Background: an optimization exercise with open tools, aiming at small area, a short achievable clock period and few clock cycles per item. Do not read the settings as production practice.
Only simulation tests tie the RTL to the original design; equivalence was not proved.

// simonCipherTop
module simonCipherTop
(
	input logic clk,
	input logic rstN,
	input logic pktReq,
	input logic [143:0] pktIn,
	output logic pktLoad,
	output logic pktDone,
	output logic pktError,
	output logic outValid,
	output logic [143:0] outPkt
);
localparam int K = 3;			 
localparam int RPC = 4;			 
localparam int STEPS = 44 / RPC;	 
localparam int S = K - 1;		 
localparam int NW = 2;			 
localparam logic [63:0] z3Seq = {2'b00, 62'b11110000101100111001010001001000000111101001100011010111011011};
logic reqDly;
logic pend;		 
logic okR;		 
logic keyR;
logic twoR;
logic [7:0] expCount;
logic [NW-1:0] n;
logic half;		 
logic [1:0] sAge;	 
logic [63:0] slot [S];
logic [7:0] sCnt [S];
logic go;		 
logic gP;		 
logic run;
logic [3:0] step;
logic [NW-1:0] nb;	 
logic [127:0] master;
logic [127:0] ks;	 
logic [63:0] lane [K];
logic [7:0] lCnt [K];
logic [NW-1:0] oRem;	 
logic ov;
logic [63:0] outQ [K];
logic [7:0] oCnt [K];
logic reqRise;
logic lastStep;
logic freeNext;
logic pData;
logic pKey;
logic takeS;
logic splitS;		 
logic dbl;		 
logic [NW-1:0] nAfter;
logic halfAfter;
logic pAfter;
logic goNext;
logic takeKey;
logic take;
logic [RPC-1:0] zStep;	 
logic [32*(RPC+4)-1:0] keys;
logic [63:0] res [K];
assign reqRise = pktReq && !reqDly;
assign lastStep = run && (step == STEPS - 1);
assign freeNext = !go && (!run || lastStep || (step == STEPS - 2));
assign pData = pend && okR && !keyR;
assign pKey = pend && okR && keyR;
assign takeS = pData && !go && (n != S);
assign splitS = twoR && !half && (n == S - 1);
assign dbl = twoR && !half && (n != S - 1);
assign nAfter = !takeS ? n : dbl ? n + 2'd2 : n + 1'b1;
assign halfAfter = takeS ? splitS : half;
assign pAfter = takeS ? splitS : pData;
assign goNext = !go && freeNext && (((nAfter == S) && pAfter) ||
	((nAfter != 0) && (pKey || (!takeS && (sAge == 2'd3)))));
assign takeKey = pKey && (n == 0) && !go;
assign take = (takeS && !splitS) || (go && gP && (half || !twoR)) || takeKey || (pend && !okR);
always_ff @(posedge clk, negedge rstN)
begin
	if (!rstN)
	begin
		reqDly <= 1'b0;
		pend <= 1'b0;
		okR <= 1'b0;
		keyR <= 1'b0;
		twoR <= 1'b0;
		expCount <= '0;
		n <= '0;
		half <= 1'b0;
		sAge <= '0;
  ...
For scale: roughly 300 I/O pins, roughly 0.046 mm² of cells after synthesis.
Settings: LEC_CHECK=0, CAP_MARGIN=20, CORE_MARGIN=2, CORE_UTILIZATION=55, PLACE_DENSITY=0.7, SLEW_MARGIN=70, SYNTH_HIERARCHICAL=1, SYNTH_MINIMUM_KEEP_SIZE=0; clock period 10.0 ns.
run.sh (not shown) runs the stock make flow with config.mk's settings and CLKGATE_MAP_FILE= SYNTH_SCRIPT=/design/flow/synth_recipe.tcl, a recipe that flattens the netlist after the stock synthesis.
Testbench counts at the start, summed over its fixed seeds: cycles 2,284, blocks 583.
Edit:
==> flow/flow/run.sh (new file) <==
#!/bin/bash
# The standard layout (standard.sh, with its unchanged synthesis, floorplan,
# power grid, placement, clock tree and routing), with two changes to how it
# is optimised: the port buffers are buf_2 cells, and the resizer's setup
# repair aims for 6.5 ns of slack against the design's 10 ns clock.
# The make output goes to standard.log; each ORFS step keeps its own log
# under orfs/logs.
set -o pipefail
bash standard.sh "BUFFER_PORTS_ARGS=-buffer_cell sky130_fd_sc_hd__buf_2" SETUP_SLACK_MARGIN=6.5 finish > standard.log 2>&1
==> flow/standard.sh (new file) <==
#!/bin/bash
# synth_recipe.tcl (not shown) runs the flow's synth.tcl, then flattens the netlist and writes it again
# the make line also repeats each setting of config.mk as NAME=value (left out here)
make -C /OpenROAD-flow-scripts/flow DESIGN_CONFIG=/design/flow/config.mk WORK_HOME=/design/flow/orfs CLKGATE_MAP_FILE= SYNTH_SCRIPT=/design/flow/synth_recipe.tcl "${@:-finish}"
CTS_CLUSTER_DIAMETER = 100   (was default)
CTS_CLUSTER_SIZE = 25   (was default)
SLEW_MARGIN = 55   (was 70)
removed: flow/run.sh
Outcome: Final area went down by 5.4%. Cell count went down by 3.2%. Worst setup slack improves by 0.26 ns. Via count went down by 2.6%. Synthesized cell count does not change. Routed wire length hardly moves. Register-to-register slack improves by 0.26 ns.

==> what the ideal ports hide <==
Ports are ideal in the flow. The routed layouts listed here were re-timed in OpenROAD. Step 1 assumes that a clkbuf_16 drives the clock port and a buf_2 every other input. Step 2 moves the port delays by t, midway between the first and last clock arrival at a register: inputs arrive t later, outputs are due t later. That takes back most of the time a late clock gives input paths. Three values: no drivers, after step 1, after step 2; two values: the first two.
run | t, ns | setup slack, ns | worst slew at a driven data input, ns
the first run | 0.732 | 6.217 / 6.217 / 6.217 | 0.07
the second run | 0.695 | 6.475 / 6.475 / 6.475 | 0.09
After both steps setup and hold are still met in every run listed.
